Background: an optimization exercise with open tools, aiming at a short achievable clock period. Do not read the settings as production practice.
The RTL was checked by simulation tests, not by an equivalence proof against the original design.
No activity file was given, so power comes from the tool's default toggle rates.

==> design.v <==
`default_nettype none
package isaPkg;
    typedef enum logic [5:0] {
        opRtype = 6'b000000,
        opJal   = 6'b000011,
        opBeq   = 6'b000100,
        opOri   = 6'b001101,
        opLui   = 6'b001111,
        opLw    = 6'b100011,
        opSw    = 6'b101011
    } opcodeE;
    typedef enum logic [5:0] {
        functJr  = 6'b001000,
        functAdd = 6'b100000,
        functSub = 6'b100010
    } functE;
    localparam logic [4:0] regRa = 5'd31;  
    typedef struct packed {
        opcodeE     opcode;
        logic [4:0] rs;
        logic [4:0] rt;
        logic [4:0] rd;
        logic [4:0] shamt;
        functE      funct;
    } rTypeT;
    typedef struct packed {
        opcodeE      opcode;
        logic [4:0]  rs;
        logic [4:0]  rt;
        logic [15:0] imm16;
    } iTypeT;
    typedef struct packed {
        opcodeE      opcode;
        logic [25:0] index26;
    } jTypeT;
    typedef union packed {
        rTypeT rType;
        iTypeT iType;
        jTypeT jType;
    } instrU;
endpackage
`default_nettype wire
`default_nettype none
package ctrlPkg;
    typedef enum logic [3:0] {
        aluAdd = 4'd0,
        aluSub = 4'd1,
        aluOr  = 4'd2
    } aluOpE;
    typedef enum logic {
        srcRt  = 1'b0,
        srcImm = 1'b1
    } aluSrcE;
    typedef enum logic [1:0] {
        regSrcAlu  = 2'd0,
        regSrcMem  = 2'd1,
        regSrcLink = 2'd2
    } regSrcE;
    typedef enum logic [1:0] {
        regDstRd = 2'd0,
        regDstRt = 2'd1,
        regDstRa = 2'd2
    } regDstE;
    typedef enum logic [1:0] {
        extZero  = 2'd0,
        extSign  = 2'd1,
        extUpper = 2'd2
    } extOpE;
    typedef enum logic {
        brNone = 1'b0,
        brZero = 1'b1
    } branchE;
    typedef enum logic [1:0] {
        jumpNone  = 2'd0,
        jumpIndex = 2'd1,
        jumpReg   = 2'd2
    } jumpE;
    typedef struct packed {
        aluOpE  aluOp;
        aluSrcE aluSrc;
        regSrcE regSrc;
        regDstE regDst;
        extOpE  extOp;
        branchE branch;
        jumpE   jump;
        logic   regWrite;
        logic   memWrite;
    } ctrlT;
    localparam ctrlT ctrlNop = {
        aluAdd,     
        srcRt,      
        regSrcAlu,  
        regDstRd,   
        extZero,    
        brNone,     
        jumpNone,   
        1'b0,       
        1'b0        
    };
endpackage
`default_nettype wire
`timescale 1ns/1ps
`default_nettype none
module pgGen #(parameter int N = 32, parameter bit SUB = 1'b0) (
    input  logic [N-1:0] a, b,
    output logic [N-1:0] gn
);
    assign gn = ~(a & (SUB ? ~b : b));
endmodule
module pgTrans #(parameter int N = 32, parameter bit SUB = 1'b0) (
    input  logic [N-1:0] a, b,
    output logic [N-1:0] tn
);
    assign tn = ~(a | (SUB ? ~b : b));
endmodule
module pgProp #(parameter int N = 32, parameter bit SUB = 1'b0) (
    input  logic [N-1:0] a, b,
    output logic [N-1:0] p
);
    assign p = a ^ (SUB ? ~b : b);
endmodule
module ksAdd #(
    parameter bit SUB = 1'b0
) (
    input  logic [31:0] a,
    input  logic [31:0] b,
    output logic [31:0] s
);
    logic [31:0] gn0, tn0, p;
    pgGen   #(.N(32), .SUB(SUB)) uG (.a(a), .b(b), .gn(gn0));
    pgTrans #(.N(32), .SUB(SUB)) uT (.a(a), .b(b), .tn(tn0));
    pgProp  #(.N(32), .SUB(SUB)) uP (.a(a), .b(b), .p(p));
    logic [5:0][31:0] G;
    logic [5:0][31:0] T;
    assign G[0] = SUB ? {gn0[31:1], tn0[0]} : gn0;
    assign T[0] = tn0;
    for (genvar k = 1; k <= 5; k++) begin : gLevel
        localparam int D = 1 << (k - 1);
        if (k % 2 == 1) begin : gOdd
            gOai21 #(.N(32 - D)) uG (
                .a(T[k-1][31:D]), .b(G[k-1][31-D:0]), .c(G[k-1][31:D]), .y(G[k][31:D])
            );
            gInv #(.N(D)) uPass (.a(G[k-1][D-1:0]), .y(G[k][D-1:0]));
            if (32 - 2 * D > 0) begin : gT
                gNor2 #(.N(32 - 2 * D)) uT (
                    .a(T[k-1][31:2*D]), .b(T[k-1][31-D:D]), .y(T[k][31:2*D])
                );
            end
            assign T[k][2*D-1:0] = '0;   
        end else begin : gEven
            gAoi21 #(.N(32 - D)) uG (
                .a(T[k-1][31:D]), .b(G[k-1][31-D:0]), .c(G[k-1][31:D]), .y(G[k][31:D])
            );
            gInv #(.N(D)) uPass (.a(G[k-1][D-1:0]), .y(G[k][D-1:0]));
            if (32 - 2 * D > 0) begin : gT
                gNand2 #(.N(32 - 2 * D)) uT (
                    .a(T[k-1][31:2*D]), .b(T[k-1][31-D:D]), .y(T[k][31:2*D])
                );
            end
            assign T[k][2*D-1:0] = '0;   
        end
    end
    gXor2 #(.N(31)) uSum (.a(p[31:1]), .b(G[5][30:0]), .y(s[31:1]));
    assign s[0] = SUB ? ~p[0] : p[0];
endmodule
`default_nettype wire
`timescale 1ns/1ps
`default_nettype none
module rfPredec (
    input  logic [4:0] addr,
    output logic [3:0] loN,    
    output logic [7:0] hiN     
);
    always_comb begin
        for (int k = 0; k < 4; k++) loN[k] = !(addr[1:0] == k[1:0]);
        for (int k = 0; k < 8; k++) hiN[k] = !(addr[4:2] == k[2:0]);
    end
endmodule
module regRead (
    input  logic [4:0]       addr,
    input  logic [31*32-1:0] regsFlat,    
    output logic [31:0]      data
);
    logic [3:0]  loN;
    logic [7:0]  hiN;
    logic [31:0] sel;
    logic [31:0] loNx, hiNx;
    rfPredec uPredec (.addr(addr), .loN(loN), .hiN(hiN));
    always_comb begin
        for (int i = 0; i < 32; i++) begin
            loNx[i] = loN[i % 4];
            hiNx[i] = hiN[i / 4];
        end
    end
    gNor2 #(.N(32)) uSel (.a(loNx), .b(hiNx), .y(sel));
    logic [15*32-1:0] l1a, l1b, l1c, l1d, l1y;
    logic [31:0]      p0s, p0d, p0y;
    always_comb begin
        for (int b = 0; b < 32; b++) begin
            p0s[b] = sel[1];
            p0d[b] = regsFlat[0*32 + b];
            for (int k = 1; k < 16; k++) begin
                l1a[(k-1)*32 + b] = sel[2*k];
                l1b[(k-1)*32 + b] = regsFlat[(2*k-1)*32 + b];
                l1c[(k-1)*32 + b] = sel[2*k+1];
                l1d[(k-1)*32 + b] = regsFlat[(2*k)*32 + b];
            end
        end
    end
    gNand2 #(.N(32))    uL1p0 (.a(p0s), .b(p0d), .y(p0y));
    gAoi22 #(.N(15*32)) uL1   (.a(l1a), .b(l1b), .c(l1c), .d(l1d), .y(l1y));
    logic [16*32-1:0] x;
    always_comb begin
        for (int b = 0; b < 32; b++) begin
            x[b] = p0y[b];
            for (int k = 1; k < 16; k++) x[k*32 + b] = l1y[(k-1)*32 + b];
        end
    end
    logic [4*32-1:0] y;
    gNand4 #(.N(4*32)) uL2 (
        .a({x[12*32 +: 32], x[8*32 +: 32], x[4*32 +: 32], x[0*32 +: 32]}),
        .b({x[13*32 +: 32], x[9*32 +: 32], x[5*32 +: 32], x[1*32 +: 32]}),
        .c({x[14*32 +: 32], x[10*32 +: 32], x[6*32 +: 32], x[2*32 +: 32]}),
        .d({x[15*32 +: 32], x[11*32 +: 32], x[7*32 +: 32], x[3*32 +: 32]}),
        .y(y)
    );
    logic [2*32-1:0] z;
    gNor2 #(.N(2*32)) uL3 (
        .a({y[2*32 +: 32], y[0*32 +: 32]}),
        .b({y[3*32 +: 32], y[1*32 +: 32]}),
        .y(z)
    );
    gNand2 #(.N(32)) uL4 (.a(z[0 +: 32]), .b(z[32 +: 32]), .y(data));
endmodule
`default_nettype wire
`timescale 1ns/1ps
`default_nettype none
module gInv #(parameter int N = 1) (
    input  logic [N-1:0] a,
    output logic [N-1:0] y
);
    assign y = ~a;
endmodule
module gNand2 #(parameter int N = 1) (
    input  logic [N-1:0] a, b,
    output logic [N-1:0] y
);
    assign y = ~(a & b);
endmodule
module gNor2 #(parameter int N = 1) (
    input  logic [N-1:0] a, b,
    output logic [N-1:0] y
);
    assign y = ~(a | b);
endmodule
module gNand3 #(parameter int N = 1) (
    input  logic [N-1:0] a, b, c,
    output logic [N-1:0] y
);
    assign y = ~(a & b & c);
endmodule
module gNand4 #(parameter int N = 1) (
    input  logic [N-1:0] a, b, c, d,
    output logic [N-1:0] y
);
    assign y = ~(a & b & c & d);
endmodule
module gXor2 #(parameter int N = 1) (
    input  logic [N-1:0] a, b,
    output logic [N-1:0] y
);
    assign y = a ^ b;
endmodule
module gXnor2 #(parameter int N = 1) (
    input  logic [N-1:0] a, b,
    output logic [N-1:0] y
);
    assign y = ~(a ^ b);
endmodule
module gAoi21 #(parameter int N = 1) (
    input  logic [N-1:0] a, b, c,
    output logic [N-1:0] y
);
    assign y = ~((a & b) | c);
endmodule
module gOai21 #(parameter int N = 1) (
    input  logic [N-1:0] a, b, c,
    output logic [N-1:0] y
);
    assign y = ~((a | b) & c);
endmodule
module gAoi22 #(parameter int N = 1) (
    input  logic [N-1:0] a, b, c, d,
    output logic [N-1:0] y
);
    assign y = ~((a & b) | (c & d));
endmodule
module gAoi222 #(parameter int N = 1) (
    input  logic [N-1:0] a, b, c, d, e, f,
    output logic [N-1:0] y
);
    assign y = ~((a & b) | (c & d) | (e & f));
endmodule
`default_nettype wire
`timescale 1ns/1ps
`default_nettype none
module aluSelect (
    input  logic        selAdd, selSub, selImm, selOrLo, selOrHi,
    input  logic [31:0] sumRt, difRt, sumImm, orLo, orHi,
    output logic [31:0] y
);
    logic [31:0] x1, x2, x3;
    gAoi22 #(.N(32)) uX1 (.a({32{selAdd}}), .b(sumRt),  .c({32{selSub}}),  .d(difRt), .y(x1));
    gAoi22 #(.N(32)) uX2 (.a({32{selImm}}), .b(sumImm), .c({32{selOrLo}}), .d(orLo),  .y(x2));
    gNand2 #(.N(32)) uX3 (.a({32{selOrHi}}), .b(orHi), .y(x3));
    gNand3 #(.N(32)) uY  (.a(x1), .b(x2), .c(x3), .y(y));
endmodule
module resultSelect (
    input  logic        selAdd, selSub, selImm, selOrLo, selOrHi, selMem, selLink,
    input  logic [31:0] sumRt, difRt, sumImm, orLo, orHi, memRdata, linkAddr,
    output logic [31:0] y
);
    logic [31:0] x1, x2, x3;
    gAoi22  #(.N(32)) uX1 (.a({32{selAdd}}), .b(sumRt),  .c({32{selSub}}),  .d(difRt), .y(x1));
    gAoi22  #(.N(32)) uX2 (.a({32{selImm}}), .b(sumImm), .c({32{selOrLo}}), .d(orLo),  .y(x2));
    gAoi222 #(.N(32)) uX3 (.a({32{selOrHi}}), .b(orHi), .c({32{selMem}}), .d(memRdata),
                           .e({32{selLink}}), .f(linkAddr), .y(x3));
    gNand3  #(.N(32)) uY  (.a(x1), .b(x2), .c(x3), .y(y));
endmodule
`default_nettype wire
`timescale 1ns/1ps
`default_nettype none
module mipsCore #(
    parameter logic [31:0] RESET_PC = 32'h0000_3000
) (
    input  logic          clk,
    input  logic          arstN,
    output logic [31:0]   pc,
    input  logic [31:0]   instr,
    output logic [31:0]   memAddr,
    output logic [31:0]   memWdata,
    output logic          memWe,
    input  logic [31:0]   memRdata,
    output logic          regWe,
    output logic [4:0]    regWaddr,
    output logic [31:0]   regWdata
);
    logic [5:0]  op;
    logic [4:0]  rs, rt, rd;
    logic [5:0]  fn;
    logic [15:0] imm;
    assign op  = instr[31:26];
    assign rs  = instr[25:21];
    assign rt  = instr[20:16];
    assign rd  = instr[15:11];
    assign fn  = instr[5:0];
    assign imm = instr[15:0];
    logic isR, isAdd, isSub, isJr, isOri, isLui, isLw, isSw, isBeq, isJal;
    assign isR   = (op == 6'b000000);
    assign isAdd = isR && (fn == 6'b100000);
    assign isSub = isR && (fn == 6'b100010);
    assign isJr  = isR && (fn == 6'b001000);
    assign isOri = (op == 6'b001101);
    assign isLui = (op == 6'b001111);
    assign isLw  = (op == 6'b100011);
    assign isSw  = (op == 6'b101011);
    assign isBeq = (op == 6'b000100);
    assign isJal = (op == 6'b000011);
    logic selSub, selOrLo, selOrHi, selAddImm, selAddRt;
    assign selSub    = isSub || isBeq;
    assign selOrLo   = isOri;
    assign selOrHi   = isLui;
    assign selAddImm = isLw || isSw;
    assign selAddRt  = !(selSub || selOrLo || selOrHi || selAddImm);
    logic [31:0]      regs [1:31];
    logic [31*32-1:0] regsFlat;
    logic [31:0]      rsData, rtData;
    always_comb begin
        for (int i = 1; i < 32; i++) regsFlat[(i-1)*32 +: 32] = regs[i];
    end
    regRead uRsRead (.addr(rs), .regsFlat(regsFlat), .data(rsData));
    regRead uRtRead (.addr(rt), .regsFlat(regsFlat), .data(rtData));
    logic [31:0] sImm;
    assign sImm = {{16{imm[15]}}, imm};
    logic [31:0] sumRt, difRt, sumImm, orLo, orHi;
    ksAdd #(.SUB(1'b0)) uAdd    (.a(rsData), .b(rtData), .s(sumRt));
    ksAdd #(.SUB(1'b1)) uSub    (.a(rsData), .b(rtData), .s(difRt));
    ksAdd #(.SUB(1'b0)) uAddImm (.a(rsData), .b(sImm),   .s(sumImm));
    assign orLo = rsData | {16'h0000, imm};
    assign orHi = rsData | {imm, 16'h0000};
    aluSelect uAluSel (
        .selAdd (selAddRt), .selSub (selSub), .selImm (selAddImm),
        .selOrLo(selOrLo),  .selOrHi(selOrHi),
        .sumRt  (sumRt), .difRt (difRt), .sumImm (sumImm), .orLo (orLo), .orHi (orHi),
        .y      (memAddr)
    );
    logic [31:0] pcPlus4;
    logic        wbWrite, wbAlu;
    assign regWaddr = (isOri || isLui || isLw) ? rt : (isJal ? 5'd31 : rd);
    assign wbWrite  = (isAdd || isSub || isOri || isLui || isLw || isJal) && (regWaddr != 5'd0);
    assign wbAlu    = !(isLw || isJal);
    resultSelect uWbSel (
        .selAdd  (wbAlu && selAddRt), .selSub (wbAlu && selSub), .selImm (wbAlu && selAddImm),
        .selOrLo (wbAlu && selOrLo),  .selOrHi(wbAlu && selOrHi),
        .selMem  (isLw), .selLink (isJal),
        .sumRt   (sumRt), .difRt (difRt), .sumImm (sumImm), .orLo (orLo), .orHi (orHi),
        .memRdata(memRdata), .linkAddr (pcPlus4),
        .y       (regWdata)
    );
    assign regWe    = wbWrite && arstN;
    assign memWe    = isSw && arstN;
    assign memWdata = rtData;
    always_ff @(posedge clk or negedge arstN) begin
        if (!arstN) begin
            for (int i = 1; i < 32; i++) regs[i] <= 32'd0;
        end else if (regWe) begin
            for (int i = 1; i < 32; i++)
                if (regWaddr == i[4:0]) regs[i] <= regWdata;
        end
    end
    logic [31:0] branchTarget, jumpTarget, nextPc;
    logic        rsEqRt;
    assign pcPlus4      = pc + 32'd4;
    assign branchTarget = pcPlus4 + {sImm[29:0], 2'b00};
    assign jumpTarget   = {pcPlus4[31:28], instr[25:0], 2'b00};
    assign rsEqRt       = (rsData == rtData);
    always_comb begin
        if (isJr)                  nextPc = rsData;
        else if (isJal)            nextPc = jumpTarget;
        else if (isBeq && rsEqRt)  nextPc = branchTarget;
        else                       nextPc = pcPlus4;
    end
    always_ff @(posedge clk or negedge arstN) begin
        if (!arstN) pc <= RESET_PC;
        else        pc <= nextPc;
    end
endmodule
`default_nettype wire
==> run.sh <==
#!/bin/bash
# synth_recipe.tcl (not shown) runs the flow's synth.tcl, then flattens the netlist and writes it again
# the make line also repeats each setting of config.mk as NAME=value (left out here)
make -C /OpenROAD-flow-scripts/flow DESIGN_CONFIG=/design/flow/config.mk WORK_HOME=/design/flow/orfs CLKGATE_MAP_FILE= SYNTH_SCRIPT=/design/flow/synth_recipe.tcl finish
==> config.mk <==
export PLATFORM = sky130hd
export DESIGN_NAME = mipsCore
export DESIGN_NICKNAME = mipsCore
export VERILOG_FILES = /design/flow/design.v
export SDC_FILE = /design/flow/constraint.sdc
export NUM_CORES = 4
export LEC_CHECK = 0
export CAP_MARGIN = 20
export CORE_MARGIN = 2
export CORE_UTILIZATION = 40
export SETUP_SLACK_MARGIN = 5
export SLEW_MARGIN = 20
export SYNTH_HIERARCHICAL = 1
==> constraint.sdc <==
create_clock -name core_clock -period 13.0 [get_ports {clk}]
set_input_delay 2.6000 -clock core_clock [delete_from_list [all_inputs] [get_ports {clk}]]
set_output_delay 2.6000 -clock core_clock [all_outputs]
set_load 0.01 [all_outputs]
==> metrics.yaml, run 1 <==
status: "complete, no violations"
drt_wl_total_um: 303600
clock_latency_ns: 0.79
io_pins: 201
skew_ns: 0.07123
rows: 143
hold_viol: 0
fin_nets: 6919
crit_path_start_kind: "primary input"
grt_use_met1: 0.4626
critical-path-max-stage-delay_ns: 0.46
seq_power_share: 0.420
min_to: "regs[6][16]"
met2_usage: 0.5463
drc_errors: 0
worst_hold_path_type: "register to register"
vias: 60520
drt_first_pass_iters: 17
hold_buffers: 0
gp_congestion: 1.039
p_int_mw: 5.606
yosysWarnings: 10
critical_path.startpoint: "instr[21]"
drv_slew: 0
synthCells: 5782
tns_ns: 0
die_area_um2: 155800
grt_pass1_wl_um: 422800
clock_sinks: 1024
power_per_cell_area_nw_per_um2: 94.98
ant_nets: 0
cts_root_buf: "clkbuf_16"
port_buffers: 200
synth_fp_nets: 5885
cts_buffer_depth: 3
post-route-min-period_ns: 9.341
cts_tree: "done"
clkPwrFrac: 0.418
relSlewSlack: 0.1867
p_total_mw: 7.885
cp_slowest_cell: "nand4_1"
drt_iter0_markers: 9035
avgSynthCellArea_um2: 10.56
wl_per_cell_um: 33.97
r2r_slack_ns: 8.06
cp_max_fo: 5
max_cap_violations: 0
p_leak_nw: 37.48
place_area_um2: 67340
via_per_inst: 6.771
grt_pass1_vias: 58200
die_x_um: 394.7
fin_crit_sh: 0.7185
comb_power_share: 0.163
rsz0062_at_grt: "true"
r2r-start: "pc[2]"
post-route-worst-setup-slack_ns: 3.659
die_h_um: 394.7
grt_max_degree: 171
core_area_um2: 151700
finalInstanceArea_um2: 83010
grt_overflow_total: 0
area_growth_pct: 35.97
setup_viol: 0
pre_cts_ws_ns: 1.358
cts_buffers: 112
worstPathArrival_ns: 6.74
worstSetupPathType: "primary input to primary output"
worst_setup_path_end_kind: "primary output"
drive_gt1_frac: 0.4827
irDropWorstVdd_v: 0.0001139
cts_htree_levels: 3
swShare: 0.2891
netlist_area_um2: 61050
max_freq_mhz: 107.1
dpl.hpwl_um: 187900
p_sw_mw: 2.279
hold_start: "regs[6][16]"
start_util: 0.4024
worst_pin_slew_ns: 1.220
r2r_end: "pc[29]"
crit_required_ns: 10.40
hold_depth: 1
reg2regPathDepth: 16
antenna_found_initial: 7
clkTransAtPathRegs_ns: 0.06
grt.busiest_layer: "met2"
grt_usage: 0.3719
grtUsageMet3: 0.1212
[registers in the layout (all words and copies together) (netlist names)]
register and cells:
pc 32, regs 992
[how the worst max path moves through the flow]
stage / slack, ns / cells past startpoint / to
floorplan: 2.84 / 8 / regWdata[10]
global placement: 1.31 / 18 / regWdata[7]
detailed placement: 1.36 / 18 / regWdata[7]
CTS: 3.63 / 21 / regWdata[7]
global route: 3.73 / 26 / regWdata[31]
finish: 3.66 / 26 / memAddr[28]
[stage by stage]
step | util | instances | hold slack, ns
after floorplan | - | 5782 | 0.4816
after global placement | 0.4438 | 8044 | 0.4913
after detailed placement | 0.4438 | 8044 | 0.5027
after CTS | 0.5359 | 8828 | 0.5156
after global routing | 0.5471 | 8934 | 0.5321
final | 0.5471 | 8938 | 0.5211
[what timing repair did]
| item | in CTS | in global routing |
|---|---|---|
| resized for setup | 1464 | 189 |
| endpoints found under the setup margin | 309 | 73 |
| pin swaps | 393 | 178 |
| cloned | 31 | 3 |
| setup buffers | 552 | 101 |
[layer usage]
layer,wire length (µm),vias up
met3,38750,1229
met4,25080,8
met2,128500,4589
li1,-,24200
met1,111200,30490
met5,76,-
[power groups by stage]
stage	combinational [mW]	clock (mW)	sequential, mW
floorplan	0.588	0	3.37
global placement	1.08	0	3.36
detailed placement	1.08	0	3.36
CTS	1.22	3.31	3.31
global route	1.35	3.45	3.31
finish	1.28	3.29	3.31
[area by class of cell]
cell class / count / area (µm²)
inverter: 117 / 489.2
clock inverter: 36 / 440.4
multi-input combinational: 4449 / 39130
timing repair buffer: 1112 / 11460
antenna: 5 / 12.51
fill: 12890 / 68710
tap: 2030 / 2540
clock buffer: 165 / 3313
sequential: 1024 / 25630
[critical path, delay by kind of cell]
family / cells / cell delay (ns)
xor gates and xnor gates: 1 / 0.18
AOI/OAI and AO/OA: 5 / 0.78
and+or+nand+nor: 8 / 1.60
buffers and inverters: 12 / 1.53
[placed cells by master (no fill, tap or decap), drive strengths merged, types with 32 or more instances in the layout]
master / instances
nand3: 94
inv: 122
nand4: 267
clkdlybuf4s50: 112
a222oi: 32
a21oi: 191
o21ai: 258
mux2: 994
nand2b: 41
xor2: 208
buf: 973
nand2: 422
a22oi: 1093
nor2: 503
clkbuf: 174
dfrtp: 1022
nor2b: 33
xnor2: 60
ha: 36
or2: 35
==> run 2, diff against run 1 <==
--- a/design.v
+++ b/design.v
@@ -168,10 +168,16 @@
 `default_nettype none
-module rfPredec (
-    input  logic [4:0] addr,
-    output logic [3:0] loN,    
-    output logic [7:0] hiN     
+module rfDecLo (
+    input  logic [1:0] a,
+    output logic [3:0] sel
 );
     always_comb begin
-        for (int k = 0; k < 4; k++) loN[k] = !(addr[1:0] == k[1:0]);
-        for (int k = 0; k < 8; k++) hiN[k] = !(addr[4:2] == k[2:0]);
+        for (int k = 0; k < 4; k++) sel[k] = (a == k[1:0]);
+    end
+endmodule
+module rfDecHi (
+    input  logic [2:0] a,
+    output logic [7:0] sel
+);
+    always_comb begin
+        for (int k = 0; k < 8; k++) sel[k] = (a == k[2:0]);
     end
@@ -183,52 +189,41 @@
 );
-    logic [3:0]  loN;
-    logic [7:0]  hiN;
-    logic [31:0] sel;
-    logic [31:0] loNx, hiNx;
-    rfPredec uPredec (.addr(addr), .loN(loN), .hiN(hiN));
-    always_comb begin
-        for (int i = 0; i < 32; i++) begin
-            loNx[i] = loN[i % 4];
-            hiNx[i] = hiN[i / 4];
-        end
+    logic [8*4-1:0] lo;
+    logic [7:0]     hi;
+    for (genvar j = 0; j < 8; j++) begin : gLo
+        rfDecLo uDecLo (.a(addr[1:0]), .sel(lo[j*4 +: 4]));
     end
-    gNor2 #(.N(32)) uSel (.a(loNx), .b(hiNx), .y(sel));
-    logic [15*32-1:0] l1a, l1b, l1c, l1d, l1y;
-    logic [31:0]      p0s, p0d, p0y;
-    always_comb begin
-        for (int b = 0; b < 32; b++) begin
-            p0s[b] = sel[1];
-            p0d[b] = regsFlat[0*32 + b];
-            for (int k = 1; k < 16; k++) begin
-                l1a[(k-1)*32 + b] = sel[2*k];
-                l1b[(k-1)*32 + b] = regsFlat[(2*k-1)*32 + b];
-                l1c[(k-1)*32 + b] = sel[2*k+1];
-                l1d[(k-1)*32 + b] = regsFlat[(2*k)*32 + b];
-            end
+    rfDecHi uDecHi (.a(addr[4:2]), .sel(hi));
+    logic [7*32-1:0] l1a, l1b, l1c, l1d, l1y;    
+    logic [8*32-1:0] l2a, l2b, l2c, l2d, l2y;    
+    logic [31:0]     g0s, g0d, g0y;
+    assign g0s = {32{lo[1]}};
+    assign g0d = regsFlat[0 +: 32];
+    for (genvar j = 0; j < 8; j++) begin : gL1
+        if (j > 0) begin : gFirst
+            assign l1a[(j-1)*32 +: 32] = {32{lo[j*4 + 0]}};
+            assign l1b[(j-1)*32 +: 32] = regsFlat[(4*j - 1)*32 +: 32];
+            assign l1c[(j-1)*32 +: 32] = {32{lo[j*4 + 1]}};
+            assign l1d[(j-1)*32 +: 32] = regsFlat[(4*j)*32 +: 32];
         end
+        assign l2a[j*32 +: 32] = {32{lo[j*4 + 2]}};
+        assign l2b[j*32 +: 32] = regsFlat[(4*j + 1)*32 +: 32];
+        assign l2c[j*32 +: 32] = {32{lo[j*4 + 3]}};
+        assign l2d[j*32 +: 32] = regsFlat[(4*j + 2)*32 +: 32];
     end
-    gNand2 #(.N(32))    uL1p0 (.a(p0s), .b(p0d), .y(p0y));
-    gAoi22 #(.N(15*32)) uL1   (.a(l1a), .b(l1b), .c(l1c), .d(l1d), .y(l1y));
-    logic [16*32-1:0] x;
-    always_comb begin
-        for (int b = 0; b < 32; b++) begin
-            x[b] = p0y[b];
-            for (int k = 1; k < 16; k++) x[k*32 + b] = l1y[(k-1)*32 + b];
-        end
+    gNand2 #(.N(32))   uL1g0 (.a(g0s), .b(g0d), .y(g0y));
+    gAoi22 #(.N(7*32)) uL1a  (.a(l1a), .b(l1b), .c(l1c), .d(l1d), .y(l1y));
+    gAoi22 #(.N(8*32)) uL1b  (.a(l2a), .b(l2b), .c(l2c), .d(l2d), .y(l2y));
+    logic [8*32-1:0] w;
+    gNand2 #(.N(8*32)) uL2 (.a({l1y, g0y}), .b(l2y), .y(w));
+    logic [4*32-1:0] m3a, m3b, m3c, m3d, m3y;
+    for (genvar q = 0; q < 4; q++) begin : gL3
+        assign m3a[q*32 +: 32] = {32{hi[2*q]}};
+        assign m3b[q*32 +: 32] = w[(2*q)*32 +: 32];
+        assign m3c[q*32 +: 32] = {32{hi[2*q + 1]}};
+        assign m3d[q*32 +: 32] = w[(2*q + 1)*32 +: 32];
     end
-    logic [4*32-1:0] y;
-    gNand4 #(.N(4*32)) uL2 (
-        .a({x[12*32 +: 32], x[8*32 +: 32], x[4*32 +: 32], x[0*32 +: 32]}),
-        .b({x[13*32 +: 32], x[9*32 +: 32], x[5*32 +: 32], x[1*32 +: 32]}),
-        .c({x[14*32 +: 32], x[10*32 +: 32], x[6*32 +: 32], x[2*32 +: 32]}),
-        .d({x[15*32 +: 32], x[11*32 +: 32], x[7*32 +: 32], x[3*32 +: 32]}),
-        .y(y)
+    gAoi22 #(.N(4*32)) uL3 (.a(m3a), .b(m3b), .c(m3c), .d(m3d), .y(m3y));
+    gNand4 #(.N(32)) uL4 (
+        .a(m3y[0 +: 32]), .b(m3y[32 +: 32]), .c(m3y[64 +: 32]), .d(m3y[96 +: 32]), .y(data)
     );
-    logic [2*32-1:0] z;
-    gNor2 #(.N(2*32)) uL3 (
-        .a({y[2*32 +: 32], y[0*32 +: 32]}),
-        .b({y[3*32 +: 32], y[1*32 +: 32]}),
-        .y(z)
-    );
-    gNand2 #(.N(32)) uL4 (.a(z[0 +: 32]), .b(z[32 +: 32]), .y(data));
 endmodule
@@ -377,4 +372,4 @@
     logic [31:0]      rsData, rtData;
-    always_comb begin
-        for (int i = 1; i < 32; i++) regsFlat[(i-1)*32 +: 32] = regs[i];
+    for (genvar i = 1; i < 32; i++) begin : gFlat
+        assign regsFlat[(i-1)*32 +: 32] = regs[i];
     end
==> metrics.yaml, run 2 <==
grt_use_met1: 0.4644  # was 0.4626
worst_setup_path_end_kind: "primary output"  # unchanged
die_x_um: 419.7  # was 394.7 µm
hold_start: "regs[1][20]"  # was regs[6][16]
grt_usage: 0.3812  # was 0.3719
dpl.hpwl_um: 228600  # was 187,900 µm
skew_ns: 0.05646  # was 0.07123 ns
largest_reg_flops: 992  # unchanged
layout_common_cells: "1,344 x a22oi_2, 1,022 x dfrtp_1, 935 x mux2_2, 762 x nand2_1, 579 x buf_4"  # was 1,022 x dfrtp_1, 950 x mux2_2, 928 x a22oi_1, 616 x buf_4, 313 x nand2_1
core_area_um2: 171700  # was 151,700 µm²
irDropWorstVdd_v: 0.0001117  # was 0.0001139 V
fin_nets: 7204  # was 6,919
crit_path_start_kind: "primary input"  # unchanged
vias: 61740  # was 60,520
register_area_um2: 25630  # unchanged
ant_nets: 0  # unchanged
drt_first_pass_iters: 9  # was 17
avgSynthCellArea_um2: 11.26  # was 10.56 µm²
drt_wl_total_um: 343700  # was 303,600 µm
grt_max_degree: 175  # was 171
clock_latency_ns: 0.80  # was 0.79 ns
hold_depth: 1  # unchanged
critical-path-max-stage-delay_ns: 0.67  # was 0.46 ns
relSlewSlack: 0.1819  # was 0.1867
grt_pass1_vias: 60050  # was 58,200
reg2regPathDepth: 15  # was 16
fin_crit_sh: 0.7153  # was 0.7185
cp_max_fo: 10  # was 5
antenna_found_initial: 30  # was 7
gp_congestion: 1.033  # was 1.039
start_util: 0.4025  # was 0.4024
cts_root_buf: "clkbuf_16"  # unchanged
drv_slew: 0  # unchanged
worstPathArrival_ns: 6.70  # was 6.74 ns
die_area_um2: 176200  # was 155,800 µm²
hold_viol: 0  # unchanged
cpMostUsedCell: "a22oi_2"
area_growth_pct: 30.79  # was 35.97%
cts_buffers: 114  # was 112
cts_htree_levels: 3  # unchanged
netlist_area_um2: 69130  # was 61,050 µm²
status: "complete, no violations"  # unchanged
clock_sinks: 1024  # unchanged
worst_hold_path_type: "register to register"  # unchanged
grtUsageMet3: 0.1052  # was 0.1212
grt_pass1_wl_um: 473500  # was 422,800 µm
r2r-start: "regs[8][18]"  # was pc[2]
cts_tree: "done"  # unchanged
hold_buffers: 0  # unchanged
max_cap_violations: 0  # unchanged
drc_errors: 0  # unchanged
rsz0062_at_grt: "true"  # unchanged
r2r_slack_ns: 7.29  # was 8.06 ns
top_regs: "regs (992), pc (32)"  # unchanged
clkTransAtPathRegs_ns: 0.06  # about the same
yosysWarnings: 10  # unchanged
finalInstanceArea_um2: 90410  # was 83,010 µm²
max_freq_mhz: 107.5  # was 107.1 MHz
crit_required_ns: 10.40  # about the same
port_buffers: 200  # unchanged
die_h_um: 419.7  # was 394.7 µm
via_per_inst: 6.482  # was 6.771
setup_viol: 0  # unchanged
drt_iter0_markers: 6778  # was 9,035
power_per_cell_area_nw_per_um2: 93.60  # was 94.98 nW/µm²
worst_pin_slew_ns: 1.227  # was 1.220 ns
met2_usage: 0.5698  # was 0.5463
r2r_end: "pc[23]"  # was pc[29]
synthCells: 6140  # was 5,782
wl_per_cell_um: 36.09  # was 33.97 µm
cp_cell_sequence: "buf_16 -> buf_16 -> buf_12 -> and2b_4 -> a22oi_2 -> nand2_2 -> a22oi_2 -> nand4_1 -> buf_6 -> nor2b_4 -> buf_4 -> nor2_2 -> nand2_2 -> nor2_2 -> nand2_1 -> o21ai_2 -> xor2_2 -> buf_4 -> a22oi_2 -> nand3_2 -> buf_6"
worstSetupPathType: "primary input to primary output"  # unchanged
n_fill_cell: 14860  # was 12,890
multi_input_area_um2: 46790  # was 39,130 µm²
grt.busiest_layer: "met2"  # unchanged
post-route-min-period_ns: 9.299  # was 9.341 ns
p_leak_nw: 39.95  # was 37.48 nW
min_to: "regs[1][20]"  # was regs[6][16]
place_area_um2: 76510  # was 67,340 µm²
regMostFlops: "regs"  # unchanged
io_pins: 201  # unchanged
final_common_cell: "a22oi_2"  # was dfrtp_1
rows: 152  # was 143
cts_buffer_depth: 3  # unchanged
drive_gt1_frac: 0.6158  # was 0.4827
synth_fp_nets: 6243  # was 5,885
grt_overflow_total: 0  # unchanged
cp_slowest_cell: "a22oi_2"  # was nand4_1
tns_ns: 0  # unchanged
==> run 2: cell count changes in the layout (fill, tap and decap cells not counted), sizes merged, moves of 26 or more <==
| cell | change |
|---|---|
| nor2 | -198 |
| nand2 | +452 |
| a22oi | +259 |
| nand4 | -189 |
| and2 | +26 |
| and2b | +26 |
| buf | -77 |
==> run 2: final cells by class <==
cell class,instances,share of cell area
inverter,113,0.005937
multi-input combinational,4817,0.5176
clock inverter,49,0.007349
antenna,16,0.0004429
timing repair buffer,1031,0.1164
clock buffer,165,0.03690
sequential,1024,0.2835
tap,2310,0.03197
==> run 2: report_power, final <==
part,internal [mW],switching [mW]
registers,3.24,0.0708
clock network,2.02,1.47
logic,0.579,1.08
total,5.84,2.62
==> run 2: metal layers <==
layer,vias up,part of all wire
met5,-,0.00090
met2,3659,0.43
met3,1038,0.10
met4,26,0.092
li1,25220,-
met1,31800,0.38
==> run 2: how the worst max path moves through the flow <==
stage | start | endpoint | slack (ns) | cells after the start
floorplan | instr[28] | regWdata[10] | 2.76 | 7
global placement | instr[18] | regWdata[21] | 1.34 | 15
detailed placement | instr[16] | regWdata[21] | 1.51 | 18
CTS | instr[17] | regWdata[26] | 3.89 | 22
global route | instr[22] | regWdata[24] | 3.76 | 23
finish | instr[17] | memAddr[26] | 3.70 | 21
==> run 2: stage by stage <==
| step | hold WS [ns] | power (mW) | std cells | util | setup slack, ns |
|---|---|---|---|---|---|
| final | 0.5340 | 8.462 | 9525 | 0.5264 | 3.701 |
| after global routing | 0.5514 | 8.697 | 9511 | 0.5262 | 3.756 |
| after CTS | 0.5338 | 8.424 | 9389 | 0.5153 | 3.891 |
| after floorplan | 0.4917 | 4.109 | 6140 | - | 2.756 |
| after global placement | 0.5131 | 4.779 | 8697 | 0.4453 | 1.339 |
| after detailed placement | 0.5185 | 4.777 | 8698 | 0.4455 | 1.513 |
==> run 2: critical path, delay by kind of cell <==
| kind | cells | cell delay [ns] |
|---|---|---|
| simple gates | 9 | 1.53 |
| compound gates | 4 | 1.26 |
| xor+xnor | 1 | 0.14 |
| buf+inv | 7 | 1.12 |
==> run 2: what timing repair did <==
item	CTS	global route
resized for setup	1224	217
buffers inserted	428	118
pin swaps	384	207
endpoints found under the hold margin	0	0
setup endpoints to repair	309	70
gates cloned	49	0
==> run 3, diff against run 2 <==
--- a/config.mk
+++ b/config.mk
@@ -9,3 +9,4 @@
 export CORE_MARGIN = 2
-export CORE_UTILIZATION = 40
+export CORE_UTILIZATION = 60
+export PLACE_DENSITY = 0.75
 export SETUP_SLACK_MARGIN = 5
==> metrics.yaml, run 3 <==
core_area_um2: 114300  # was 171,700 µm²
yosysWarnings: 10  # unchanged
rsz0062_at_grt: "true"  # unchanged
cts_root_buf: "clkbuf_16"  # unchanged
gp_congestion: 1.079  # was 1.033
cp_cell_sequence: "clkdlybuf4s15_1 -> buf_12 -> nor3_4 -> buf_4 -> buf_16 -> a22oi_2 -> nand4_1 -> buf_4 -> nor2b_4 -> nor2_1 -> nand2_1 -> nor2_2 -> nand2_1 -> o21ai_4 -> xor2_2 -> a22oi_2 -> nand3_2 -> clkbuf_2"  # was buf_16 -> buf_16 -> buf_12 -> and2b_4 -> a22oi_2 -> nand2_2 -> a22oi_2 -> nand4_1 -> buf_6 -> nor2b_4 -> buf_4 -> nor2_2 -> nand2_2 -> nor2_2 -> nand2_1 -> o21ai_2 -> xor2_2 -> buf_4 -> a22oi_2 -> nand3_2 -> buf_6
top_regs: "regs (992), pc (32)"  # unchanged
cts_buffers: 108  # was 114
grt_max_degree: 118  # was 175
max_cap_violations: 0  # unchanged
cp_top_family: "simple AND/OR/NAND/NOR gates"  # unchanged
grt_overflow_total: 0  # unchanged
post-route-min-period_ns: 9.312  # was 9.299 ns
pre_cts_ws_ns: 1.565  # was 1.513 ns
clock_sinks: 1024  # unchanged
setup_viol: 0  # unchanged
drt_first_pass_iters: 12  # was 9
post-route-worst-setup-slack_ns: 3.688  # was 3.701 ns
hold_slack_ns: 0.5368  # was 0.5340 ns
grt_usage: 0.5636  # was 0.3812
io_pins: 201  # unchanged
synthCells: 6140  # unchanged
worst_hold_path_type: "register to register"  # unchanged
die_h_um: 343.4  # was 419.7 µm
ant_nets: 0  # unchanged
hold_buffers: 0  # unchanged
worstPathArrival_ns: 6.71  # was 6.70 ns
p_leak_nw: 39.43  # was 39.95 nW
cts_buffer_depth: 3  # unchanged
cp_max_fo: 16  # was 10
max_freq_mhz: 107.4  # was 107.5 MHz
largest_reg_flops: 992  # unchanged
port_buffers: 200  # unchanged
avgSynthCellArea_um2: 11.26  # unchanged
clkTransAtPathRegs_ns: 0.06  # about the same
cp_slowest_cell: "a22oi_2"  # unchanged
relSlewSlack: 0.1007  # was 0.1819
grt_pass1_wl_um: 470000  # was 473,500 µm
skew_ns: 0.08992  # was 0.05646 ns
cts_htree_levels: 3  # unchanged
area_growth_pct: 27.16  # was 30.79%
fin_crit_sh: 0.7163  # was 0.7153
netlist_area_um2: 69130  # unchanged
crit_required_ns: 10.40  # about the same
layout_common_cells: "1,344 x a22oi_2, 1,022 x dfrtp_1, 935 x mux2_2, 775 x nand2_1, 580 x buf_4"  # was 1,344 x a22oi_2, 1,022 x dfrtp_1, 935 x mux2_2, 762 x nand2_1, 579 x buf_4
hold_viol: 0  # unchanged
crit_path_start_kind: "primary input"  # unchanged
rows: 124  # was 152
critical-path-max-stage-delay_ns: 0.66  # was 0.67 ns
start_util: 0.6045  # was 0.4025
layoutNonFillerInstCount: 8671  # was 9,525
via_per_inst: 7.513  # was 6.482
drt_wl_total_um: 337100  # was 343,700 µm
die_area_um2: 117900  # was 176,200 µm²
fin_nets: 7138  # was 7,204
clock_latency_ns: 0.80  # about the same
drt_iter0_markers: 9783  # was 6,778
status: "complete, no violations"  # unchanged
place_inst: 7885  # was 8,698
final_common_cell: "a22oi_2"  # unchanged
vias: 65150  # was 61,740
n_fill_cell: 7379  # was 14,860
regMostFlops: "regs"  # unchanged
grt_pass1_vias: 62640  # was 60,050
worst_setup_path_end_kind: "primary output"  # unchanged
post-route-util: 0.7687  # was 0.5264
drive_gt1_frac: 0.6023  # was 0.6158
drv_slew: 0  # unchanged
cp.buffers_inverters: 6  # was 7
drc_errors: 0  # unchanged
wl_per_cell_um: 38.87  # was 36.09 µm
dpl.hpwl_um: 214000  # was 228,600 µm
cts_tree: "done"  # unchanged
die_x_um: 343.4  # was 419.7 µm
antenna_found_initial: 50  # was 30
worstSetupPathType: "primary input to primary output"  # unchanged
synth_fp_nets: 6243  # unchanged
power_per_cell_area_nw_per_um2: 94.59  # was 93.60 nW/µm²
irDropWorstVdd_v: 0.0001178  # was 0.0001117 V
tns_ns: 0  # unchanged
worst_pin_slew_ns: 1.335  # was 1.227 ns
run 3: worst register-to-register path: stages, from the launching register on:
cell and delay [ns]:
dfrtp_1 0.42, a22oi_2 0.19, nand2_1 0.15, a22oi_2 0.77, nand4_1 0.85, xnor2_1 0.63, nand4_1 0.20, or4_1 0.57
or3_1 0.39, nand2_1 0.82, o22ai_1 0.40, o31ai_1 0.35
run 3: worst paths after layout:
| check | startpoint | endpoint | slack, ns | cells after the start |
|---|---|---|---|---|
| min in group asynchronous | arstN | regs[4][6] | 1.67 | 1 |
| min reg2reg | regs[1][13] | regs[1][13] | 0.54 | 1 |
| max reg2reg | regs[4][31] | pc[19] | 7.11 | 11 |
| max in group asynchronous | arstN | regs[25][30] | 8.62 | 4 |
| min | regs[1][13] | regs[1][13] | 0.54 | 1 |
| max | instr[18] | memAddr[31] | 3.69 | 18 |
run 3: through the flow:
| step | instance area (µm²) | power, mW |
|---|---|---|
| after floorplan | 70550 | 4.109 |
| after global routing | 87820 | 8.471 |
| after global placement | 75320 | 4.721 |
| after detailed placement | 75330 | 4.727 |
| after CTS | 87010 | 8.203 |
| final | 87900 | 8.315 |
run 3: repair_timing:
| action | in CTS | in global routing |
|---|---|---|
| pin swaps | 406 | 103 |
| setup buffers | 440 | 57 |
| endpoints found under the setup margin | 284 | 75 |
| gates resized for setup | 1092 | 81 |
| cloned | 51 | 1 |
run 3: per-layer routing:
metal  GRT usage  share of wire  up-vias
li1            -              -    25120
met1      0.6475           0.33    32490
met2      0.7807           0.40     5702
met3      0.2572           0.15     1805
met4      0.5081           0.11       26
met5     0.03045         0.0016        -
run 3: final cells by class:
cell class,count,area (µm²),area share
clock inverters,37,601.8,0.006847
repair buffers,975,9965,0.1134
clock buffers,161,3223,0.03667
flip-flops and latches,1024,25630,0.2915
inverters,113,464.2,0.005281
repair inverters,1,8.758,0.00009964
multi-input cells,4812,46030,0.5237
well taps,1512,1892,0.02152
diodes,36,90.09,0.001025
run 3: report_power, final:
part           leakage, nW  internal [mW]  total [mW]  switching, mW
clock                 1.86           1.94        3.36           1.42
sequential            14.2           3.24        3.32         0.0820
combinational         23.3          0.568        1.63           1.07
==> run 4, diff against run 3 <==
--- a/design.v
+++ b/design.v
@@ -124,10 +124,13 @@
 ) (
-    input  logic [31:0] a,
-    input  logic [31:0] b,
-    output logic [31:0] s
-);
-    logic [31:0] gn0, tn0, p;
-    pgGen   #(.N(32), .SUB(SUB)) uG (.a(a), .b(b), .gn(gn0));
-    pgTrans #(.N(32), .SUB(SUB)) uT (.a(a), .b(b), .tn(tn0));
-    pgProp  #(.N(32), .SUB(SUB)) uP (.a(a), .b(b), .p(p));
+    input  logic [31:0] aF,
+    input  logic [31:0] bF,
+    input  logic [31:0] aS,
+    input  logic [31:0] bS,
+    output logic [31:0] p,
+    output logic [31:0] c
+);
+    logic [31:0] gn0, tn0;
+    pgGen   #(.N(32), .SUB(SUB)) uG (.a(aF), .b(bF), .gn(gn0));
+    pgTrans #(.N(32), .SUB(SUB)) uT (.a(aF), .b(bF), .tn(tn0));
+    pgProp  #(.N(32), .SUB(SUB)) uP (.a(aS), .b(bS), .p(p));
     logic [5:0][31:0] G;
@@ -162,4 +165,3 @@
     end
-    gXor2 #(.N(31)) uSum (.a(p[31:1]), .b(G[5][30:0]), .y(s[31:1]));
-    assign s[0] = SUB ? ~p[0] : p[0];
+    assign c = {G[5][30:0], SUB};
 endmodule
@@ -187,3 +189,4 @@
     input  logic [31*32-1:0] regsFlat,    
-    output logic [31:0]      data
+    output logic [31:0]      dataF,       
+    output logic [31:0]      dataS        
 );
@@ -225,4 +228,5 @@
     gAoi22 #(.N(4*32)) uL3 (.a(m3a), .b(m3b), .c(m3c), .d(m3d), .y(m3y));
-    gNand4 #(.N(32)) uL4 (
-        .a(m3y[0 +: 32]), .b(m3y[32 +: 32]), .c(m3y[64 +: 32]), .d(m3y[96 +: 32]), .y(data)
+    gNand4 #(.N(64)) uL4 (
+        .a({2{m3y[0 +: 32]}}), .b({2{m3y[32 +: 32]}}), .c({2{m3y[64 +: 32]}}), .d({2{m3y[96 +: 32]}}),
+        .y({dataS, dataF})
     );
@@ -299,26 +303,45 @@
 `default_nettype wire
+`default_nettype none
+module gMux2i #(parameter int N = 1) (
+    input  logic [N-1:0] s, a1, a0,
+    output logic [N-1:0] y
+);
+    for (genvar i = 0; i < N; i++) begin : gBit
+        assign y[i] = ~(s[i] ? a1[i] : a0[i]);
+    end
+endmodule
+`default_nettype wire
 `timescale 1ns/1ps
 `default_nettype none
-module aluSelect (
-    input  logic        selAdd, selSub, selImm, selOrLo, selOrHi,
-    input  logic [31:0] sumRt, difRt, sumImm, orLo, orHi,
-    output logic [31:0] y
-);
-    logic [31:0] x1, x2, x3;
-    gAoi22 #(.N(32)) uX1 (.a({32{selAdd}}), .b(sumRt),  .c({32{selSub}}),  .d(difRt), .y(x1));
-    gAoi22 #(.N(32)) uX2 (.a({32{selImm}}), .b(sumImm), .c({32{selOrLo}}), .d(orLo),  .y(x2));
-    gNand2 #(.N(32)) uX3 (.a({32{selOrHi}}), .b(orHi), .y(x3));
-    gNand3 #(.N(32)) uY  (.a(x1), .b(x2), .c(x3), .y(y));
+module resultPre (
+    input  logic        selAdd, selSub, selImm,
+    input  logic [31:0] pAdd, pSub, pImm,
+    input  logic [31:0] other,               
+    output logic [31:0] x0n, x1n             
+);
+    logic [31:0] q0, q1;
+    assign q0  = ({32{selAdd}} & pAdd)  | ({32{selSub}} & pSub)  | ({32{selImm}} & pImm);
+    assign q1  = ({32{selAdd}} & ~pAdd) | ({32{selSub}} & ~pSub) | ({32{selImm}} & ~pImm);
+    assign x0n = ~(q0 | other);
+    assign x1n = ~(q1 | other);
 endmodule
 module resultSelect (
-    input  logic        selAdd, selSub, selImm, selOrLo, selOrHi, selMem, selLink,
-    input  logic [31:0] sumRt, difRt, sumImm, orLo, orHi, memRdata, linkAddr,
-    output logic [31:0] y
-);
-    logic [31:0] x1, x2, x3;
-    gAoi22  #(.N(32)) uX1 (.a({32{selAdd}}), .b(sumRt),  .c({32{selSub}}),  .d(difRt), .y(x1));
-    gAoi22  #(.N(32)) uX2 (.a({32{selImm}}), .b(sumImm), .c({32{selOrLo}}), .d(orLo),  .y(x2));
-    gAoi222 #(.N(32)) uX3 (.a({32{selOrHi}}), .b(orHi), .c({32{selMem}}), .d(memRdata),
-                           .e({32{selLink}}), .f(linkAddr), .y(x3));
-    gNand3  #(.N(32)) uY  (.a(x1), .b(x2), .c(x3), .y(y));
+    input  logic        selAdd, selSub, selImm,
+    input  logic [31:0] pAdd, pSub, pImm,
+    input  logic [31:0] cAdd, cSub, cImm,
+    input  logic [31:0] other,
+    output logic [31:0] y,
+    output logic [31:0] y2                   
+);
+    logic [31:0] x0n, x1n, cA, cS, cI, cy;
+    resultPre uPre (
+        .selAdd(selAdd), .selSub(selSub), .selImm(selImm),
+        .pAdd(pAdd), .pSub(pSub), .pImm(pImm), .other(other),
+        .x0n(x0n), .x1n(x1n)
+    );
+    gNand2 #(.N(96)) uCarrySel (
+        .a({{32{selImm}}, {32{selSub}}, {32{selAdd}}}), .b({cImm, cSub, cAdd}), .y({cI, cS, cA})
+    );
+    gNand3 #(.N(32)) uCarry (.a(cA), .b(cS), .c(cI), .y(cy));
+    gMux2i #(.N(64)) uOut (.s({2{cy}}), .a1({2{x1n}}), .a0({2{x0n}}), .y({y2, y}));
 endmodule
@@ -375,17 +398,22 @@
     end
-    regRead uRsRead (.addr(rs), .regsFlat(regsFlat), .data(rsData));
-    regRead uRtRead (.addr(rt), .regsFlat(regsFlat), .data(rtData));
+    logic [31:0] rsF, rtF;
+    regRead uRsRead (.addr(rs), .regsFlat(regsFlat), .dataF(rsF), .dataS(rsData));
+    regRead uRtRead (.addr(rt), .regsFlat(regsFlat), .dataF(rtF), .dataS(rtData));
     logic [31:0] sImm;
     assign sImm = {{16{imm[15]}}, imm};
-    logic [31:0] sumRt, difRt, sumImm, orLo, orHi;
-    ksAdd #(.SUB(1'b0)) uAdd    (.a(rsData), .b(rtData), .s(sumRt));
-    ksAdd #(.SUB(1'b1)) uSub    (.a(rsData), .b(rtData), .s(difRt));
-    ksAdd #(.SUB(1'b0)) uAddImm (.a(rsData), .b(sImm),   .s(sumImm));
+    logic [31:0] pAdd, pSub, pImm, cAdd, cSub, cImm, orLo, orHi;
+    ksAdd #(.SUB(1'b0)) uAdd    (.aF(rsF), .bF(rtF),  .aS(rsData), .bS(rtData), .p(pAdd), .c(cAdd));
+    ksAdd #(.SUB(1'b1)) uSub    (.aF(rsF), .bF(rtF),  .aS(rsData), .bS(rtData), .p(pSub), .c(cSub));
+    ksAdd #(.SUB(1'b0)) uAddImm (.aF(rsF), .bF(sImm), .aS(rsData), .bS(sImm),   .p(pImm), .c(cImm));
     assign orLo = rsData | {16'h0000, imm};
     assign orHi = rsData | {imm, 16'h0000};
-    aluSelect uAluSel (
+    logic [31:0] aluOther;
+    assign aluOther = ({32{selOrLo}} & orLo) | ({32{selOrHi}} & orHi);
+    resultSelect uAluSel (
         .selAdd (selAddRt), .selSub (selSub), .selImm (selAddImm),
-        .selOrLo(selOrLo),  .selOrHi(selOrHi),
-        .sumRt  (sumRt), .difRt (difRt), .sumImm (sumImm), .orLo (orLo), .orHi (orHi),
-        .y      (memAddr)
+        .pAdd (pAdd), .pSub (pSub), .pImm (pImm),
+        .cAdd (cAdd), .cSub (cSub), .cImm (cImm),
+        .other(aluOther),
+        .y    (memAddr),
+        .y2   ()
     );
@@ -396,9 +424,12 @@
     assign wbAlu    = !(isLw || isJal);
+    logic [31:0] wbOther, wbData;
+    assign wbOther = ({32{wbAlu && selOrLo}} & orLo) | ({32{wbAlu && selOrHi}} & orHi)
+                   | ({32{isLw}} & memRdata) | ({32{isJal}} & pcPlus4);
     resultSelect uWbSel (
-        .selAdd  (wbAlu && selAddRt), .selSub (wbAlu && selSub), .selImm (wbAlu && selAddImm),
-        .selOrLo (wbAlu && selOrLo),  .selOrHi(wbAlu && selOrHi),
-        .selMem  (isLw), .selLink (isJal),
-        .sumRt   (sumRt), .difRt (difRt), .sumImm (sumImm), .orLo (orLo), .orHi (orHi),
-        .memRdata(memRdata), .linkAddr (pcPlus4),
-        .y       (regWdata)
+        .selAdd (wbAlu && selAddRt), .selSub (wbAlu && selSub), .selImm (wbAlu && selAddImm),
+        .pAdd (pAdd), .pSub (pSub), .pImm (pImm),
+        .cAdd (cAdd), .cSub (cSub), .cImm (cImm),
+        .other(wbOther),
+        .y    (regWdata),
+        .y2   (wbData)
     );
@@ -412,3 +443,3 @@
             for (int i = 1; i < 32; i++)
-                if (regWaddr == i[4:0]) regs[i] <= regWdata;
+                if (regWaddr == i[4:0]) regs[i] <= wbData;
         end
--- a/config.mk
+++ b/config.mk
@@ -9,4 +9,3 @@
 export CORE_MARGIN = 2
-export CORE_UTILIZATION = 60
-export PLACE_DENSITY = 0.75
+export CORE_UTILIZATION = 40
 export SETUP_SLACK_MARGIN = 5
==> metrics.yaml, run 4 <==
drive_gt1_frac: 0.5907  # was 0.6023
crit_required_ns: 10.40  # about the same
worstSetupPathType: "primary input to primary output"  # unchanged
clkTransAtPathRegs_ns: 0.06  # about the same
vias: 66610  # was 65,150
crit_path_start_kind: "primary input"  # unchanged
drv_slew: 0  # unchanged
yosysWarnings: 10  # unchanged
cts_htree_levels: 3  # unchanged
die_x_um: 432.7  # was 343.4 µm
largest_reg_flops: 992  # unchanged
tns_ns: 0  # unchanged
fin_nets: 7787  # was 7,138
max_freq_mhz: 112.2  # was 107.4 MHz
post-route-min-period_ns: 8.914  # was 9.312 ns
clock_latency_ns: 0.81  # was 0.80 ns
drc_errors: 0  # unchanged
p_leak_nw: 42.13  # was 39.43 nW
core_area_um2: 182900  # was 114,300 µm²
rows: 157  # was 124
cts_root_buf: "clkbuf_16"  # unchanged
worstPathArrival_ns: 6.31  # was 6.71 ns
worst_hold_path_type: "register to register"  # unchanged
min_to: "regs[1][14]"  # was regs[1][13]
wl_per_cell_um: 34.66  # was 38.87 µm
drt_iter0_markers: 7464  # was 9,783
setup_viol: 0  # unchanged
worst_pin_slew_ns: 1.126  # was 1.335 ns
p_total_mw: 8.519  # was 8.315 mW
top_regs: "regs (992), pc (32)"  # unchanged
gp_congestion: 1.149  # was 1.079
regMostFlops: "regs"  # unchanged
cts_buffers: 113  # was 108
hold_start: "regs[1][14]"  # was regs[1][13]
die_area_um2: 187200  # was 117,900 µm²
synthCells: 6740  # was 6,140
final_common_cell: "a22oi_2"  # unchanged
dpl.hpwl_um: 231400  # was 214,000 µm
port_buffers: 200  # unchanged
hold_viol: 0  # unchanged
via_per_inst: 6.506  # was 7.513
relSlewSlack: 0.2493  # was 0.1007
hold_buffers: 0  # unchanged
r2r_end: "pc[30]"  # was pc[19]
grt_usage: 0.3646  # was 0.5636
grt_overflow_total: 0  # unchanged
area_growth_pct: 30.41  # was 27.16%
grt_max_degree: 162  # was 118
cp_max_fo: 8  # was 16
power_per_cell_area_nw_per_um2: 88.86  # was 94.59 nW/µm²
drt_wl_total_um: 354800  # was 337,100 µm
hold_depth: 1  # unchanged
layout_common_cells: "1,216 x a22oi_2, 1,022 x dfrtp_1, 828 x nand2_1, 811 x mux2_2, 600 x buf_4"  # was 1,344 x a22oi_2, 1,022 x dfrtp_1, 935 x mux2_2, 775 x nand2_1, 580 x buf_4
max_cap_violations: 0  # unchanged
reg2regPathDepth: 18  # was 11
ant_nets: 0  # unchanged
start_util: 0.4020  # was 0.6045
cts_buffer_depth: 3  # unchanged
status: "complete, no violations"  # unchanged
avgSynthCellArea_um2: 10.91  # was 11.26 µm²
r2r-start: "pc[4]"  # was regs[4][31]
clock_sinks: 1024  # unchanged
skew_ns: 0.07045  # was 0.08992 ns
antenna_found_initial: 31  # was 50
r2r_slack_ns: 8.09  # was 7.11 ns
rsz0062_at_grt: "true"  # unchanged
drt_first_pass_iters: 6  # was 12
grt_pass1_vias: 64060  # was 62,640
die_h_um: 432.7  # was 343.4 µm
io_pins: 201  # unchanged
grt_pass1_wl_um: 486700  # was 470,000 µm
irDropWorstVdd_v: 0.0001156  # was 0.0001178 V
cts_tree: "done"  # unchanged
worst_setup_path_end_kind: "primary output"  # unchanged
netlist_area_um2: 73510  # was 69,130 µm²
synth_fp_nets: 6844  # was 6,243
fin_crit_sh: 0.6857  # was 0.7163
## run 4: worst max path at each step
stage / depth (start not counted) / slack [ns] / start / to
final: 22 / 4.09 / instr[17] / regWdata[30]
after global routing: 25 / 4.10 / instr[21] / regWdata[25]
after CTS: 21 / 4.17 / instr[16] / regWdata[31]
after detailed placement: 15 / 1.92 / instr[18] / regWdata[30]
after global placement: 15 / 1.86 / instr[20] / memAddr[30]
after floorplan: 12 / 4.90 / instr[23] / regWdata[29]
## run 4: area by class of cell
| cell class | count | area, µm² |
|---|---|---|
| clock inverters | 34 | 419.2 |
| flip-flops and latches | 1024 | 25630 |
| multi-input cells | 5282 | 51300 |
| inverters | 181 | 755.7 |
| fillers | 15960 | 87020 |
| clock buffers | 168 | 3304 |
| diodes | 5 | 12.51 |
| repair buffers | 1081 | 11360 |
| well taps | 2464 | 3083 |
## run 4: through the flow
step / setup slack, ns / utilization / hold WS [ns] / instances / instance area [µm²]
final: 4.086 / 0.5242 / 0.5332 / 10240 / 95860
after detailed placement: 1.924 / 0.4386 / 0.5167 / 9301 / 80200
after global placement: 1.865 / 0.4386 / 0.5115 / 9301 / 80200
after floorplan: 4.901 / - / 0.5017 / 6740 / 74710
after global routing: 4.102 / 0.5241 / 0.5535 / 10230 / 95850
after CTS: 4.170 / 0.5096 / 0.5313 / 10100 / 93200
## run 4: repair_timing
item,CTS,global route
gates resized for setup,1163,383
endpoints found under the setup margin,122,71
gates cloned,59,12
endpoints found under the hold margin,0,0
buffers inserted,537,122
pin swaps,342,132
## run 4: worst max-delay path: stages
cell and delay (ns):
buf_16 0.15, buf_16 0.18, buf_8 0.15, and2b_4 0.24
buf_8 0.18, buf_6 0.12, a22oi_2 0.19, nand2_1 0.09
a22oi_2 0.18, nand4_1 0.13, buf_6 0.16, nand2b_4 0.16
o21ai_2 0.25, buf_4 0.17, a21oi_4 0.07, o21ai_4 0.19
a21oi_4 0.08, o21ai_4 0.27, nand2_1 0.10, nand3_2 0.16
mux2i_2 0.22, buf_4 0.21
## run 4: power by group
part / switching [mW] / internal, mW / total, mW
Sequential: 0.0837 / 3.25 / 3.34
Clock: 1.44 / 1.86 / 3.30
Combinational: 1.20 / 0.686 / 1.89
## run 4: layer usage
layer / up-vias / part of all wire / GRT usage
met1: 34400 / 0.39 / 0.4639
met2: 3874 / 0.42 / 0.5324
met3: 988 / 0.11 / 0.1171
li1: 27340 / - / -
met5: - / 0.00036 / 0
met4: 18 / 0.080 / 0.2305
==> run 5, diff against run 4 <==
--- a/design.v
+++ b/design.v
@@ -103,2 +103,14 @@
 `default_nettype none
+module wrDec (
+    input  logic       we,
+    input  logic [4:0] waddr,
+    output logic [31:1] en
+);
+    always_comb begin
+        for (int i = 1; i < 32; i++) en[i] = we && (waddr == i[4:0]);
+    end
+endmodule
+`default_nettype wire
+`timescale 1ns/1ps
+`default_nettype none
 module pgGen #(parameter int N = 32, parameter bit SUB = 1'b0) (
@@ -192,8 +204,12 @@
 );
-    logic [8*4-1:0] lo;
-    logic [7:0]     hi;
+    logic [8*4*4-1:0] lo;    
+    logic [4*8-1:0]   hi;    
     for (genvar j = 0; j < 8; j++) begin : gLo
-        rfDecLo uDecLo (.a(addr[1:0]), .sel(lo[j*4 +: 4]));
+        for (genvar k = 0; k < 4; k++) begin : gByte
+            rfDecLo uDecLo (.a(addr[1:0]), .sel(lo[(j*4 + k)*4 +: 4]));
+        end
+    end
+    for (genvar k = 0; k < 4; k++) begin : gHi
+        rfDecHi uDecHi (.a(addr[4:2]), .sel(hi[k*8 +: 8]));
     end
-    rfDecHi uDecHi (.a(addr[4:2]), .sel(hi));
     logic [7*32-1:0] l1a, l1b, l1c, l1d, l1y;    
@@ -201,3 +217,5 @@
     logic [31:0]     g0s, g0d, g0y;
-    assign g0s = {32{lo[1]}};
+    for (genvar b = 0; b < 32; b++) begin : gG0
+        assign g0s[b] = lo[(0*4 + b/8)*4 + 1];
+    end
     assign g0d = regsFlat[0 +: 32];
@@ -205,10 +223,14 @@
         if (j > 0) begin : gFirst
-            assign l1a[(j-1)*32 +: 32] = {32{lo[j*4 + 0]}};
+            for (genvar b = 0; b < 32; b++) begin : gA
+                assign l1a[(j-1)*32 + b] = lo[(j*4 + b/8)*4 + 0];
+                assign l1c[(j-1)*32 + b] = lo[(j*4 + b/8)*4 + 1];
+            end
             assign l1b[(j-1)*32 +: 32] = regsFlat[(4*j - 1)*32 +: 32];
-            assign l1c[(j-1)*32 +: 32] = {32{lo[j*4 + 1]}};
             assign l1d[(j-1)*32 +: 32] = regsFlat[(4*j)*32 +: 32];
         end
-        assign l2a[j*32 +: 32] = {32{lo[j*4 + 2]}};
+        for (genvar b = 0; b < 32; b++) begin : gB
+            assign l2a[j*32 + b] = lo[(j*4 + b/8)*4 + 2];
+            assign l2c[j*32 + b] = lo[(j*4 + b/8)*4 + 3];
+        end
         assign l2b[j*32 +: 32] = regsFlat[(4*j + 1)*32 +: 32];
-        assign l2c[j*32 +: 32] = {32{lo[j*4 + 3]}};
         assign l2d[j*32 +: 32] = regsFlat[(4*j + 2)*32 +: 32];
@@ -222,5 +244,7 @@
     for (genvar q = 0; q < 4; q++) begin : gL3
-        assign m3a[q*32 +: 32] = {32{hi[2*q]}};
+        for (genvar b = 0; b < 32; b++) begin : gH
+            assign m3a[q*32 + b] = hi[(b/8)*8 + 2*q];
+            assign m3c[q*32 + b] = hi[(b/8)*8 + 2*q + 1];
+        end
         assign m3b[q*32 +: 32] = w[(2*q)*32 +: 32];
-        assign m3c[q*32 +: 32] = {32{hi[2*q + 1]}};
         assign m3d[q*32 +: 32] = w[(2*q + 1)*32 +: 32];
@@ -438,2 +462,6 @@
     assign memWdata = rtData;
+    logic [31:1] wrEn [4];
+    for (genvar k = 0; k < 4; k++) begin : gWrDec
+        wrDec uWrDec (.we(regWe), .waddr(regWaddr), .en(wrEn[k]));
+    end
     always_ff @(posedge clk or negedge arstN) begin
@@ -441,5 +469,6 @@
             for (int i = 1; i < 32; i++) regs[i] <= 32'd0;
-        end else if (regWe) begin
+        end else begin
             for (int i = 1; i < 32; i++)
-                if (regWaddr == i[4:0]) regs[i] <= wbData;
+                for (int k = 0; k < 4; k++)
+                    if (wrEn[k][i]) regs[i][k*8 +: 8] <= wbData[k*8 +: 8];
         end
==> metrics.yaml, run 5 <==
via_per_inst: 6.386  # was 6.506
setup_viol: 0  # unchanged
synthCells: 7162  # was 6,740
drive_gt1_frac: 0.5756  # was 0.5907
hold_viol: 0  # unchanged
p_int_mw: 6.087  # was 5.793 mW
vias: 66870  # was 66,610
drc_errors: 0  # unchanged
cts_buffer_depth: 3  # unchanged
clkPwrFrac: 0.398  # was 0.387
max_freq_mhz: 113.9  # was 112.2 MHz
drt_iter0_markers: 6999  # was 7,464
drv_slew: 0  # unchanged
power_per_cell_area_nw_per_um2: 92.61  # was 88.86 nW/µm²
hold_depth: 1  # unchanged
yosysWarnings: 13  # was 10
status: "complete, no violations"  # unchanged
max_cap_violations: 0  # unchanged
worstSetupPathType: "primary input to primary output"  # unchanged
gp_congestion: 1.054  # was 1.149
die_h_um: 437.8  # was 432.7 µm
synth_fp_nets: 7266  # was 6,844
clock_latency_ns: 0.83  # was 0.81 ns
top_regs: "regs (992), pc (32)"  # unchanged
reg2regPathDepth: 15  # was 18
cts_root_buf: "clkbuf_16"  # unchanged
layout_common_cells: "1,216 x a22oi_2, 1,022 x dfrtp_1, 992 x mux2_2, 877 x nand2_1, 520 x buf_4"  # was 1,216 x a22oi_2, 1,022 x dfrtp_1, 828 x nand2_1, 811 x mux2_2, 600 x buf_4
regMostFlops: "regs"  # unchanged
port_buffers: 200  # unchanged
skew_ns: 0.1045  # was 0.07045 ns
die_area_um2: 191700  # was 187,200 µm²
cp_max_fo: 8  # unchanged
avgSynthCellArea_um2: 10.51  # was 10.91 µm²
worst_hold_path_type: "register to register"  # unchanged
tns_ns: 0  # unchanged
io_pins: 201  # unchanged
drt_first_pass_iters: 6  # unchanged
post-route-min-period_ns: 8.778  # was 8.914 ns
worstPathArrival_ns: 6.18  # was 6.31 ns
relSlewSlack: 0.3301  # was 0.2493
cts_buffers: 116  # was 113
largest_reg_flops: 992  # unchanged
antenna_found_initial: 23  # was 31
area_growth_pct: 28.21  # was 30.41%
hold_slack_ns: 0.5345  # was 0.5332 ns
worst_pin_slew_ns: 0.9769  # was 1.126 ns
start_util: 0.4017  # was 0.4020
clkTransAtPathRegs_ns: 0.05  # was 0.06 ns
grt_max_degree: 158  # was 162
==> run 5: final cells by class <==
cell class	instances	area [µm²]
fill	16480	90890
multi-input combinational	5655	53630
sequential	1024	25630
timing repair buffer	897	9218
clock buffer	147	3151
tap	2495	3122
clock inverter	69	978.4
inverter	173	759.5
antenna	11	27.53
==> run 5: per-layer routing <==
layer | GRT usage | share of wire | vias to the layer above
li1 | - | - | 28220
met1 | 0.4043 | 0.39 | 33950
met2 | 0.4985 | 0.44 | 3519
met3 | 0.07394 | 0.087 | 1161
met4 | 0.2260 | 0.082 | 18
met5 | 0 | 0.00034 | -
==> run 5: timing repair <==
item / CTS / global route
endpoints found under the hold margin: 0 / 0
gates cloned: 43 / 0
resized for setup: 1576 / 321
setup buffers: 422 / 96
setup endpoints to repair: 192 / 65
pin swaps: 349 / 198
hold buffers: 0 / 0
==> run 5: path summary, 6_finish.rpt <==
| kind | start | to | slack [ns] |
|---|---|---|---|
| max in group asynchronous | arstN | regs[4][7] | 6.90 |
| min in group asynchronous | arstN | regs[8][22] | 1.73 |
| hold / removal | regs[1][24] | regs[1][24] | 0.53 |
| hold reg to reg | regs[1][24] | regs[1][24] | 0.53 |
| setup / recovery | instr[16] | memAddr[29] | 4.22 |
| setup reg to reg | regs[16][31] | pc[18] | 8.36 |
==> run 5: stage by stage <==
stage | setup WS, ns | utilization | std cells | total power [mW]
4_1_cts | 4.395 | 0.5044 | 10360 | 8.894
6_report | 4.222 | 0.5150 | 10470 | 8.938
3_5_place_dp | 2.414 | 0.4310 | 9683 | 5.079
2_1_floorplan | 5.019 | - | 7162 | 4.369
3_3_place_gp | 2.456 | 0.4304 | 9678 | 5.062
5_1_grt | 4.226 | 0.5148 | 10460 | 9.219
==> run 5: power groups by stage <==
stage	clock, mW	sequential, mW	combinational, mW
floorplan	0	3.40	0.972
global placement	0	3.41	1.65
detailed placement	0	3.41	1.67
CTS	3.61	3.35	1.93
global route	3.75	3.36	2.11
finish	3.56	3.35	2.02
==> run 5: worst max-delay path: stages <==
cell,delay [ns]
buf_16,0.17
buf_16,0.19
and2b_4,0.26
a22oi_2,0.19
nand2_1,0.11
a22oi_2,0.33
nand4_1,0.18
buf_6,0.18
nand2b_1,0.21
o21ai_2,0.29
a21oi_4,0.10
o21ai_2,0.16
a21oi_2,0.06
buf_4,0.15
o21ai_4,0.24
nand2_1,0.10
nand3_2,0.14
mux2i_4,0.30
buf_6,0.14

-- port drivers added, routing unchanged --
How much do the figures lean on ideal ports? The routed layouts below were timed once more, with nothing changed but the port constraints.
Step 1: set_driving_cell puts a clkbuf_16 on clk and a buf_2 on each other input, an assumption about the parent block.
Step 2 also shifts input and output timing later by t, the mid clock arrival at the registers, as if the neighbouring blocks saw the same clock.
Slacks: no drivers / after step 1 / after step 2; pairs: no drivers / after step 1.
| run | t, ns | setup WS [ns] |
|---|---|---|
| run 1 | 0.842 | 3.659 / 3.485 / 3.485 |
| run 2 | 0.869 | 3.701 / 3.408 / 3.408 |
| run 3 | 0.848 | 3.688 / 3.246 / 3.246 |
| run 4 | 0.864 | 4.086 / 3.866 / 3.866 |
| run 5 | 0.864 | 4.222 / 3.722 / 3.722 |
After both steps setup and hold are still met in every run listed.
